Background: an optimization exercise with open tools, aiming at a short achievable clock period and few clock cycles per item. Do not read the settings as production practice. In this exercise RTL edits were held to simulation tests only and were not proved equivalent to the original. Power figures rest on the tool's default switching activity, not on a simulated workload.

Setup of build 89:
// data_mem_top
module data_mem_top (
    input  logic                       clk,
    input  logic                       rst_n,
    input  logic                       req,
    input  logic                       we,
    input  logic [1:0]                 size,
    input  logic                       sign,
    input  logic [mem_pkg::ADDR_W-1:0] addr,
    input  logic [mem_pkg::DATA_W-1:0] wdata,
    output logic [mem_pkg::DATA_W-1:0] rdata,
    output logic                       rvalid
);
==> flow/config.mk <==
export PLATFORM = sky130hd
export DESIGN_NAME = data_mem_top
export DESIGN_NICKNAME = data_mem_top
export VERILOG_FILES = /design/flow/design.v
export SDC_FILE = /design/flow/constraint.sdc
export NUM_CORES = 4
export LEC_CHECK = 0
export CAP_MARGIN = 20
export CORE_MARGIN = 2
export CORE_UTILIZATION = 50
export CTS_CLUSTER_DIAMETER = 80
export CTS_CLUSTER_SIZE = 20
export PLACE_DENSITY = 0.55
export SLEW_MARGIN = 20
==> flow/constraint.sdc <==
create_clock -name core_clock -period 10.0 [get_ports {clk}]
set_input_delay 2.0000 -clock core_clock [delete_from_list [all_inputs] [get_ports {clk}]]
set_output_delay 2.0000 -clock core_clock [all_outputs]
set_load 0.01 [all_outputs]
standard.sh (not shown) runs the stock make flow with config.mk's settings and CLKGATE_MAP_FILE= SYNTH_SCRIPT=/design/flow/synth_recipe.tcl, a recipe that flattens the netlist after the stock synthesis.
==> flow/flow/run.sh <==
#!/bin/bash
# The standard layout, run in parts:
#  1. synthesis to placement as is;
#  2. each output register and its port buffer moved next to the port,
#     then the placement legalized again;
#  3. clock tree (H-tree wire unit of 50 um), routing and finish, with the
#     resizer aiming for more setup slack than the 10 ns clock needs
#     (period and constraints unchanged).
set -uo pipefail
CTS="-sink_clustering_enable -repair_clock_nets -sink_clustering_size 20 -sink_clustering_max_diameter 80 -wire_unit 50"
bash standard.sh "CTS_ARGS=$CTS" synth floorplan place > make_place.log 2>&1 || exit 1
RES=orfs/results/${FLOW_PLATFORM}/data_mem_top/base
PLACE_ODB=$RES/3_place.odb openroad -no_init -exit flow/move_out.tcl > move_out.log 2>&1 || exit 1
bash standard.sh "CTS_ARGS=$CTS" SETUP_SLACK_MARGIN=6.5 finish > make_finish.log 2>&1
Other scripts of this flow, unchanged in this note and not shown: flow/flow/move_out.tcl
Testbench counts of build 89, summed over its fixed seeds: cycles 19,237, loads 7,229.
For build 52, these inputs were changed with respect to build 89:
- SLEW_MARGIN: 20 -> 60
## What came out
- Between build 52 and build 89, the final wirelength figures differ only marginally.
- Looking only at relative contribution of sequential cells to total power, and setting everything else aside, the higher value of build 52 and build 89 goes to build 89.
- Global-route total usage across every layer across build 52 and build 89: no real change.
- Compared with build 89, build 52 supports a lower clock frequency.
- | biggest cell delay along the critical path | build 52 vs build 89 | 0.02 ns higher |
- Build 52 leaves less setup margin than build 89.
- Measured against each other, build 52 and build 89 differ in initial antenna violation count, the lower figure coming from build 52.
- Summary of the comparison: slew of the pin with the lowest slew margin is lower in build 52, relative to build 89.
- In build 52 the sequential share of cell area turned out 0.38 points lower than in build 89.
- On via count normalized by instance count, build 89 tracks build 52 almost exactly.
The following lists how build 76 was set up differently from build 52:
-- flow/flow/run.sh --
<<< build 52, line 13
PLACE_ODB=$RES/3_place.odb openroad -no_init -exit flow/move_out.tcl > move_out.log 2>&1 || exit 1
bash standard.sh "CTS_ARGS=$CTS" SETUP_SLACK_MARGIN=6.5 finish > make_finish.log 2>&1
>>> build 76, line 13
PLACE_ODB=$RES/3_place.odb openroad -no_init -exit flow/move_out.tcl > move_out.log 2>&1 || exit 1
bash standard.sh "CTS_ARGS=$CTS" SETUP_SLACK_MARGIN=7.0 finish > make_finish.log 2>&1
## What came out
In the tables for build 52 and build 76, share of cell area taken by flip-flops and latches reads lower with build 76. A type of the setup path with the least slack of flop to primary output is what build 76 shows, while input port to flop belongs to build 52. Against build 52, number of antenna violations at the first check in global routing in build 76 fell by a little under 10%. [compare] base=build 52 new=build 76: worst-case clock skew essentially unchanged; net switching fraction of the power has remained practically unchanged.

[what the ideal ports hide]
Ports are ideal in the flow. The routed layouts listed here were re-timed in OpenROAD. Step 1 sets driving cells, clkbuf_16 on the clock port and buf_2 on the other inputs (assumed; they add their load-dependent delay and slew). Step 2 adds t to the input delays and takes it off the output delays; t is the mean of the earliest and latest rising clock arrival at the registers after step 1. Input paths then give back, and output paths get back, about the clock's delay inside the block. Slacks: ideal ports / drivers / drivers and shift; pairs: ideal ports / drivers.
run	t, ns	slack for setup (ns)	worst setup path at the end	latest minus earliest clock arrival (ns)	worst slew at a driven data input, ns
build 89	1.174	6.322 / 6.317 / 5.289	input to register	0.078 / 0.078	0.27
build 52	1.179	6.289 / 6.304 / 5.214	input to register	0.091 / 0.091	0.29
build 76	1.192	6.397 / 6.291 / 5.606	input to register	0.086 / 0.085	0.25
After both steps every run listed still meets setup and hold. For build 52, which loses most, drivers alone change the setup slack by +0.015 ns; drivers and shift together by -1.075 ns.
